From an optimization exercise on the open Yosys and OpenROAD flow, aimed at small area and a short achievable clock period; shortcuts taken in it are not production practice. In this exercise RTL edits were held to simulation tests only and were not proved equivalent to the original. No activity file was given, so power comes from the tool's default toggle rates.

==> inputs of v10 <==
==> flow/design.v <==
`timescale 1ns/1ps
package rcu_cfg_pkg;
    localparam int arch_regs  = 32;
    localparam int phys_regs  = 32;
    localparam int preg_width = 5;
    localparam int rob_depth = 8;
    localparam int rob_width = 3;
    localparam int data_width = 64;
    localparam int pc_width   = 32;
    typedef logic [preg_width-1:0] preg_t;
    typedef logic [$clog2(arch_regs)-1:0] areg_t;
    typedef logic [rob_width-1:0] rob_line_t;
endpackage
`timescale 1ns/1ps
package rcu_op_pkg;
    typedef enum logic [1:0] {
        op_alu   = 2'd0,
        op_load  = 2'd1,
        op_store = 2'd2
    } op_kind_t;
endpackage
`timescale 1ns/1ps
module rd_or31 (
    input  logic [31:1] s,
    input  logic [31:1] d,
    output logic        o
);
    assign o = |(s & d);
endmodule
`timescale 1ns/1ps
import rcu_cfg_pkg::*;
import rcu_op_pkg::*;
module rcu (
    input  logic                  clk,
    input  logic                  reset,
    input  logic                  trap,
    input  logic                  dispatch_valid,
    input  rcu_op_pkg::op_kind_t              dispatch_kind,
    input  logic [pc_width-1:0]   dispatch_pc,
    input  rcu_cfg_pkg::areg_t                 dispatch_rs1,
    input  rcu_cfg_pkg::areg_t                 dispatch_rs2,
    input  rcu_cfg_pkg::areg_t                 dispatch_rd,
    input  logic                  dispatch_uses_rd,
    output logic                  dispatch_ready,
    output logic                  issue_valid,
    output rcu_op_pkg::op_kind_t              issue_kind,
    output rcu_cfg_pkg::rob_line_t             issue_rob_line,
    output rcu_cfg_pkg::preg_t                 issue_prd,
    output logic [data_width-1:0] issue_rs1_data,
    output logic [data_width-1:0] issue_rs2_data,
    input  logic                  fu_ready,
    input  logic                  wb_valid,
    input  rcu_cfg_pkg::rob_line_t             wb_rob_line,
    input  logic [data_width-1:0] wb_data,
    output logic                  commit_valid,
    output logic [pc_width-1:0]   commit_pc,
    output rcu_cfg_pkg::areg_t                 commit_rd,
    output rcu_cfg_pkg::preg_t                 commit_prd
);
    logic [31:1][63:0] rf;
    logic [31:1]       rdy;
    logic [31:1][4:0]  cmap;
    logic [31:0][4:0]  fl;
    logic [5:0]        fl_rd;
    logic [5:0]        fl_cm;
    logic [5:0]        fl_wr;
    logic [7:0][1:0]   r_kind;
    logic [7:0][31:0]  r_pc;
    logic [7:0][4:0]   r_rd;
    logic [7:0][4:0]   r_prd;
    logic [7:0][4:0]   r_ps1;
    logic [7:0][4:0]   r_ps2;
    logic [7:0]        used;
    logic [7:0]        fin;
    logic [7:0]        lat;
    logic [2:0]        tail;
    logic [2:0]        iss;
    logic [7:0]        nx_oh;     
    logic [2:0]        cm;
    logic              dr_q;
    logic [7:0]        cm_oh;     
    logic [5:0]        fcnt;      
    logic [5:0]        fccnt;     
    logic              h_v;
    logic              go_q;
    logic [1:0]        h_kind;
    logic [4:0]        h_prd;
    logic [31:0]       h_sel1;
    logic [31:0]       h_sel2;
    logic [31:0]       h_sel1n;   
    logic [31:0]       h_sel2n;
    logic              h_r1;
    logic              h_r2;
    logic              c_v;
    logic [4:0]        c_rd;
    logic [4:0]        c_prd;
    logic [4:0]        c_old;
    assign dispatch_ready = dr_q;
    assign issue_valid    = go_q & ~trap;
    assign issue_kind     = rcu_op_pkg::op_kind_t'(h_kind);
    assign issue_rob_line = iss;
    assign issue_prd      = h_prd;
    assign commit_valid   = c_v;
    always_comb begin
        commit_pc = '0;
        for (int e = 0; e < 8; e++) begin
            commit_pc = commit_pc | ({32{cm_oh[e]}} & r_pc[e]);
        end
    end
    assign commit_rd      = c_rd;
    assign commit_prd     = c_prd;
    for (genvar b = 0; b < 64; b++) begin : g_rd
        logic [31:1] col;
        for (genvar p = 1; p < 32; p++) begin : g_col
            assign col[p] = rf[p][b];
        end
        if (b < 32) begin : g_lo
            rd_or31 u_rd1 (.s(h_sel1[31:1]), .d(col), .o(issue_rs1_data[b]));
            rd_or31 u_rd2 (.s(h_sel2[31:1]), .d(col), .o(issue_rs2_data[b]));
        end else begin : g_hi
            rd_or31 u_rd1 (.s(~h_sel1n[31:1]), .d(col), .o(issue_rs1_data[b]));
            rd_or31 u_rd2 (.s(~h_sel2n[31:1]), .d(col), .o(issue_rs2_data[b]));
        end
    end
    logic [31:0][4:0] cmap_x;
    assign cmap_x = {cmap, 5'd0};
    logic       fire;
    logic       needs;
    logic       alloc;
    logic [4:0] alloc_preg;
    logic [4:0] ren1;
    logic [4:0] ren2;
    logic       iss_fire;
    logic       commit;
    logic [4:0] old_preg;
    logic       free_en;
    logic       cm_alloc;
    logic [4:0] wb_prd;
    logic [31:1] wb_oh;
    logic [31:1] alloc_oh;
    assign fire       = dispatch_valid & dr_q & ~trap;
    assign needs      = dispatch_uses_rd & (dispatch_rd != 5'd0);
    assign alloc      = fire & needs;
    assign alloc_preg = fl[fl_rd[4:0]];
    logic [7:0] m1;
    logic [7:0] m2;
    logic [7:0] mrd;
    logic [4:0] spec1;
    logic [4:0] spec2;
    always_comb begin
        spec1 = '0;
        spec2 = '0;
        for (int e = 0; e < 8; e++) begin
            m1[e]  = used[e] & lat[e] & (r_rd[e] == dispatch_rs1);
            m2[e]  = used[e] & lat[e] & (r_rd[e] == dispatch_rs2);
            mrd[e] = r_rd[e] == dispatch_rd;
            spec1  = spec1 | ({5{m1[e]}} & r_prd[e]);
            spec2  = spec2 | ({5{m2[e]}} & r_prd[e]);
        end
    end
    assign ren1       = (|m1) ? spec1 : cmap_x[dispatch_rs1];
    assign ren2       = (|m2) ? spec2 : cmap_x[dispatch_rs2];
    assign iss_fire   = go_q & ~trap & fu_ready;
    assign commit     = c_v;
    assign old_preg   = c_old;
    assign free_en    = commit & (old_preg != 5'd0);
    assign cm_alloc   = commit & (c_prd != 5'd0);
    logic [7:0] wbl_oh;
    always_comb begin
        wb_prd = '0;
        for (int e = 0; e < 8; e++) begin
            wbl_oh[e] = wb_valid & (wb_rob_line == 3'(e));
            wb_prd    = wb_prd | ({5{wb_rob_line == 3'(e)}} & r_prd[e]);
        end
    end
    always_comb begin
        for (int p = 1; p < 32; p++) begin
            wb_oh[p]    = wb_valid & (wb_prd == 5'(p));
            alloc_oh[p] = alloc & (alloc_preg == 5'(p));
        end
    end
    logic [2:0]  iss1;
    logic [2:0]  tail_n;
    logic [2:0]  iss_n;
    logic [2:0]  cm_n;
    logic [7:0]  used_n;
    logic [7:0]  fin_n;
    logic [5:0]  fl_rd_n;
    logic [5:0]  fl_cm_n;
    logic [5:0]  fl_wr_n;
    logic [31:0] rdy_n;
    assign iss1    = iss + 3'd1;
    assign tail_n  = tail + {2'd0, fire};
    assign iss_n   = trap ? tail : iss + {2'd0, iss_fire};
    assign cm_n    = trap ? tail : cm + {2'd0, commit};
    assign fl_cm_n = fl_cm + {5'd0, cm_alloc};
    assign fl_wr_n = fl_wr + {5'd0, free_en};
    assign fl_rd_n = trap ? fl_cm_n : fl_rd + {5'd0, alloc};
    logic [5:0] fcnt_n;
    logic [5:0] fccnt_n;
    logic       empty_n;
    assign fccnt_n = fccnt + {5'd0, free_en} - {5'd0, cm_alloc};
    assign fcnt_n  = trap ? fccnt_n : fcnt + {5'd0, free_en} - {5'd0, alloc};
    assign empty_n = trap ? (fccnt_n == 6'd0)
                          : (~free_en & ((fcnt == 6'd0) | ((fcnt == 6'd1) & alloc)));
    always_comb begin
        used_n = used;
        fin_n  = fin;
        if (fire) used_n[tail] = 1'b1;
        if (wb_valid) fin_n[wb_rob_line] = 1'b1;
        if (commit) begin
            used_n[cm] = 1'b0;
            fin_n[cm]  = 1'b0;
        end
        if (trap) begin
            used_n = '0;
            fin_n  = '0;
        end
    end
    logic [2:0] cm_l;
    logic [4:0] c_rd_n;
    logic [4:0] c_old_n;
    logic [7:0]  cml_oh;
    logic [4:0]  c_prd_n;
    assign cm_l    = cm + {2'd0, commit};
    assign cml_oh  = commit ? {cm_oh[6:0], cm_oh[7]} : cm_oh;
    always_comb begin
        c_rd_n  = '0;
        c_prd_n = '0;
        for (int e = 0; e < 8; e++) begin
            c_rd_n  = c_rd_n  | ({5{cml_oh[e]}} & r_rd[e]);
            c_prd_n = c_prd_n | ({5{cml_oh[e]}} & r_prd[e]);
        end
    end
    assign c_old_n = (commit && c_rd == c_rd_n) ? c_prd : cmap_x[c_rd_n];
    assign rdy_n = {(rdy & ~alloc_oh) | wb_oh, 1'b1};
    logic [31:0] rdy_w;
    assign rdy_w = {rdy | wb_oh, 1'b1};
    logic        nxt_rob;
    logic        ld;
    logic        ld_rob;
    logic        h_v_n;
    logic [1:0]  h_kind_n;
    logic [4:0]  h_prd_n;
    logic [31:0] h_sel1_n;
    logic [31:0] h_sel2_n;
    logic        r1_n;
    logic        r2_n;
    logic        go_n;
    logic [1:0]  nx_kind;
    logic [4:0]  nx_prd;
    logic [4:0]  nx_ps1;
    logic [4:0]  nx_ps2;
    logic [4:0]  ps1_new;
    logic [4:0]  ps2_new;
    logic [31:0] dec1;
    logic [31:0] dec2;
    logic        rr1;
    logic        rr2;
    logic        rd1;
    logic        rd2;
    always_comb begin
        nx_kind = '0;
        nx_prd  = '0;
        nx_ps1  = '0;
        nx_ps2  = '0;
        for (int e = 0; e < 8; e++) begin
            nx_kind = nx_kind | ({2{nx_oh[e]}} & r_kind[e]);
            nx_prd  = nx_prd  | ({5{nx_oh[e]}} & r_prd[e]);
            nx_ps1  = nx_ps1  | ({5{nx_oh[e]}} & r_ps1[e]);
            nx_ps2  = nx_ps2  | ({5{nx_oh[e]}} & r_ps2[e]);
        end
    end
    assign nxt_rob = (iss1 != tail);
    assign ld      = iss_fire | (~h_v & fire);
    assign ld_rob  = iss_fire & nxt_rob;
    assign h_v_n   = ~trap & (iss_fire ? (nxt_rob | fire) : (h_v | fire));
    assign ps1_new = ld_rob ? nx_ps1 : ren1;
    assign ps2_new = ld_rob ? nx_ps2 : ren2;
    always_comb begin
        for (int p = 0; p < 32; p++) begin
            dec1[p] = (ps1_new == 5'(p));
            dec2[p] = (ps2_new == 5'(p));
        end
    end
    assign rr1 = |(dec1 & rdy_w);
    assign rr2 = |(dec2 & rdy_w);
    assign rd1 = ~(|m1) | (|(m1 & (fin | wbl_oh)));
    assign rd2 = ~(|m2) | (|(m2 & (fin | wbl_oh)));
    always_comb begin
        if (ld) begin
            h_kind_n = ld_rob ? nx_kind : dispatch_kind;
            h_prd_n  = ld_rob ? nx_prd : (needs ? alloc_preg : 5'd0);
            h_sel1_n = dec1;
            h_sel2_n = dec2;
            r1_n     = ld_rob ? rr1 : rd1;
            r2_n     = ld_rob ? rr2 : rd2;
        end else begin
            h_kind_n = h_kind;
            h_prd_n  = h_prd;
            h_sel1_n = h_sel1;
            h_sel2_n = h_sel2;
            r1_n     = h_r1 | (|(h_sel1[31:1] & wb_oh));
            r2_n     = h_r2 | (|(h_sel2[31:1] & wb_oh));
        end
    end
    assign go_n = h_v_n & r1_n & r2_n & ((h_kind_n != 2'd2) | (iss_n == cm_n));
    always_ff @(posedge clk) begin
        if (reset) begin
            used  <= '0;
            fin   <= '0;
            tail  <= '0;
            iss   <= '0;
            nx_oh <= 8'b0000_0010;
            cm    <= '0;
            h_v   <= 1'b0;
            go_q  <= 1'b0;
            c_v   <= 1'b0;
            dr_q  <= 1'b1;
            cm_oh <= 8'b0000_0001;
            fcnt  <= 6'd31;
            fccnt <= 6'd31;
            fl_rd <= '0;
            fl_cm <= '0;
            fl_wr <= 6'd31;
            rdy   <= '1;
        end else begin
            used  <= used_n;
            fin   <= fin_n;
            tail  <= tail_n;
            iss   <= iss_n;
            if (trap)          nx_oh <= 8'b1 << (tail + 3'd1);
            else if (iss_fire) nx_oh <= {nx_oh[6:0], nx_oh[7]};
            cm    <= cm_n;
            h_v   <= h_v_n;
            go_q  <= go_n;
            c_v   <= used_n[cm_n] & fin_n[cm_n];
            dr_q  <= ~used_n[tail_n] & ~empty_n;
            if (trap)        cm_oh <= 8'b1 << tail;
            else if (commit) cm_oh <= {cm_oh[6:0], cm_oh[7]};
            fcnt  <= fcnt_n;
            fccnt <= fccnt_n;
            fl_rd <= fl_rd_n;
            fl_cm <= fl_cm_n;
            fl_wr <= fl_wr_n;
            rdy   <= rdy_n[31:1];
        end
    end
    always_ff @(posedge clk) begin
        h_kind <= h_kind_n;
        h_prd  <= h_prd_n;
        h_sel1 <= h_sel1_n;
        h_sel2 <= h_sel2_n;
        h_sel1n <= ~h_sel1_n;
        h_sel2n <= ~h_sel2_n;
        h_r1   <= r1_n;
        h_r2   <= r2_n;
        c_rd   <= c_rd_n;
        c_prd  <= c_prd_n;
        c_old  <= c_old_n;
    end
    always_ff @(posedge clk) begin
        if (fire) begin
            r_kind[tail] <= dispatch_kind;
            r_pc[tail]   <= dispatch_pc;
            r_rd[tail]   <= needs ? dispatch_rd : 5'd0;
            r_prd[tail]  <= needs ? alloc_preg : 5'd0;
            r_ps1[tail]  <= ren1;
            r_ps2[tail]  <= ren2;
        end
    end
    always_ff @(posedge clk) begin
        if (alloc) begin
            for (int e = 0; e < 8; e++) begin
                if (mrd[e]) lat[e] <= 1'b0;
            end
        end
        if (fire) lat[tail] <= needs;
    end
    always_ff @(posedge clk) begin
        if (reset) begin
            for (int i = 0; i < 31; i++) fl[i] <= 5'(i + 1);
        end else if (free_en) begin
            fl[fl_wr[4:0]] <= old_preg;
        end
    end
    always_ff @(posedge clk) begin
        if (reset) begin
            cmap <= '0;
        end else begin
            for (int i = 1; i < 32; i++) begin
                if (commit && c_rd == 5'(i)) cmap[i] <= c_prd;
            end
        end
    end
    always_ff @(posedge clk) begin
        for (int p = 1; p < 32; p++) begin
            if (wb_oh[p]) rf[p] <= wb_data;
        end
    end
endmodule
==> flow/run.sh <==
#!/bin/bash
# synth_recipe.tcl (not shown) runs the flow's synth.tcl, then flattens the netlist and writes it again
# the make line also repeats each setting of config.mk as NAME=value (left out here)
make -C /OpenROAD-flow-scripts/flow DESIGN_CONFIG=/design/flow/config.mk WORK_HOME=/design/flow/orfs CLKGATE_MAP_FILE= SYNTH_SCRIPT=/design/flow/synth_recipe.tcl finish
==> flow/config.mk <==
export PLATFORM = sky130hd
export DESIGN_NAME = rcu
export DESIGN_NICKNAME = rcu
export VERILOG_FILES = /design/flow/design.v
export SDC_FILE = /design/flow/constraint.sdc
export NUM_CORES = 4
export LEC_CHECK = 0
export CAP_MARGIN = 20
export CORE_MARGIN = 2
export CORE_UTILIZATION = 60
export CTS_CLUSTER_DIAMETER = 90
export CTS_CLUSTER_SIZE = 25
export PLACE_DENSITY = 0.7
export SETUP_SLACK_MARGIN = 2.3
export SLEW_MARGIN = 20
export SYNTH_HIERARCHICAL = 1
==> flow/constraint.sdc <==
create_clock -name core_clock -period 6.5 [get_ports {clk}]
set_input_delay 1.3000 -clock core_clock [delete_from_list [all_inputs] [get_ports {clk}]]
set_output_delay 1.3000 -clock core_clock [all_outputs]
set_load 0.01 [all_outputs]
==> v30: changes against v10 <==
--- a/flow/design.v
+++ b/flow/design.v
@@ -93,4 +93,5 @@
     logic              h_r2;
     logic              c_v;
+    logic [31:0]       c_pc;
     logic [4:0]        c_rd;
     logic [4:0]        c_prd;
@@ -102,10 +103,5 @@
     assign issue_prd      = h_prd;
     assign commit_valid   = c_v;
-    always_comb begin
-        commit_pc = '0;
-        for (int e = 0; e < 8; e++) begin
-            commit_pc = commit_pc | ({32{cm_oh[e]}} & r_pc[e]);
-        end
-    end
+    assign commit_pc      = c_pc;
     assign commit_rd      = c_rd;
     assign commit_prd     = c_prd;
@@ -222,11 +218,14 @@
     logic [4:0] c_old_n;
     logic [7:0]  cml_oh;
+    logic [31:0] c_pc_n;
     logic [4:0]  c_prd_n;
     assign cm_l    = cm + {2'd0, commit};
     assign cml_oh  = commit ? {cm_oh[6:0], cm_oh[7]} : cm_oh;
     always_comb begin
+        c_pc_n  = '0;
         c_rd_n  = '0;
         c_prd_n = '0;
         for (int e = 0; e < 8; e++) begin
+            c_pc_n  = c_pc_n  | ({32{cml_oh[e]}} & r_pc[e]);
             c_rd_n  = c_rd_n  | ({5{cml_oh[e]}} & r_rd[e]);
             c_prd_n = c_prd_n | ({5{cml_oh[e]}} & r_prd[e]);
@@ -356,4 +355,5 @@
         h_r1   <= r1_n;
         h_r2   <= r2_n;
+        c_pc   <= c_pc_n;
         c_rd   <= c_rd_n;
         c_prd  <= c_prd_n;
- CTS_CLUSTER_DIAMETER: 90 -> 100
- CTS_CLUSTER_SIZE: 25 -> 30
- SETUP_SLACK_MARGIN: 2.3 -> 2.4
==> notes <==
- In v30 the total power is lower than in v10, by about 0.66%.
- Utilization: v10 is lower than v30 (0.50 points).
- Of v10 and v30, v30 has the higher first-iteration DRC count (gap 2.8%, measured against v30).
- Between v10 and v30, the lower maximum frequency is in v10 (gap 0.92%, measured against v30).
- In v10 the combinational power is smaller than in v30, by about 3%.
- In v10 the design area is smaller than in v30, by about 0.8%.
- Sequential share of layout area is about the same in v10 and v30.
- Between v10 and v30, the lower non-clock buffer count is in v10 (gap 49).
- Against v10, the critical path depth of v30 is higher by 1.
- Against v30, the die area of v10 is smaller by about 0.3%.
==> figures <==
| metric | v10 | v30 |
|---|---|---|
| Routed WL | 498 mm | 515 mm |
| Setup slack of the worst register-to-register path | 2.39 ns | 2.43 ns |
| Clock buffer instance count of the final layout | 183 | 166 |
| Footprint of the flip-flops and latches | 0.0843 mm2 | 0.0850 mm2 |
| Synth Instances | 9843 | 9798 |
| Total inserted antenna cells | 21 | 22 |
| Result of the run | complete, no violations | complete, no violations |
| Maximum ir drop on the vdd rail | 0.000295 V | 0.000280 V |
| Final critical-path required period | 4.43 ns | 4.39 ns |
| Clk cell area share | 0.0281 | 0.0246 |
| Net Sw Frac | 0.274 | 0.273 |
| Beginning of the critical path | h_sel1n[5] | h_sel1n[14] |
| Metal-1 WL | 169 mm | 170 mm |
| Starting utilization of the core area | 0.604 | 0.605 |
| Number of multi-input logic gates | 6208 | 6107 |
| Power drawn by the combinational cells | 5.94 mW | 6.12 mW |
| Critical R2R Launch | cm_oh[0] | c_v |
| Mean cell area of the mapped netlist | 13.3 um2 | 13.4 um2 |
| Overall power | 37.9 mW | 37.6 mW |
| Worst endpoint data arrival time | 3.13 ns | 3.09 ns |
| Power per cell area | 259 mW/mm2 | 255 mW/mm2 |

[port drivers added, routing unchanged]
How much do the figures lean on ideal ports? The routed layouts below were timed once more, with nothing changed but the port constraints.
Step 1 (the two cells are an assumption about what drives the block):
set clk [get_ports {clk}]
set_driving_cell -lib_cell sky130_fd_sc_hd__clkbuf_16 $clk
set_driving_cell -lib_cell sky130_fd_sc_hd__buf_2 [delete_from_list [all_inputs] $clk]
Step 2 also shifts input and output timing later by t, the mid clock arrival at the registers, as if the neighbouring blocks saw the same clock.
Three values: no drivers, after step 1, after step 2; two values: the first two.
run | t (ns) | slack for setup (ns) | hold WS [ns] | worst setup path at the end | worst data-port slew with drivers (ns)
v10 | 0.947 | 2.069 / 1.969 / 1.456 | 0.469 / 0.469 / 0.469 | input to register | 0.22
v30 | 0.923 | 2.109 / 2.014 / 1.362 | 0.473 / 0.473 / 0.473 | input to register | 0.35
After both steps every run listed still meets setup and hold. The setup slack of v30, which loses most, moves by -0.095 ns with the drivers and by -0.747 ns with both steps.
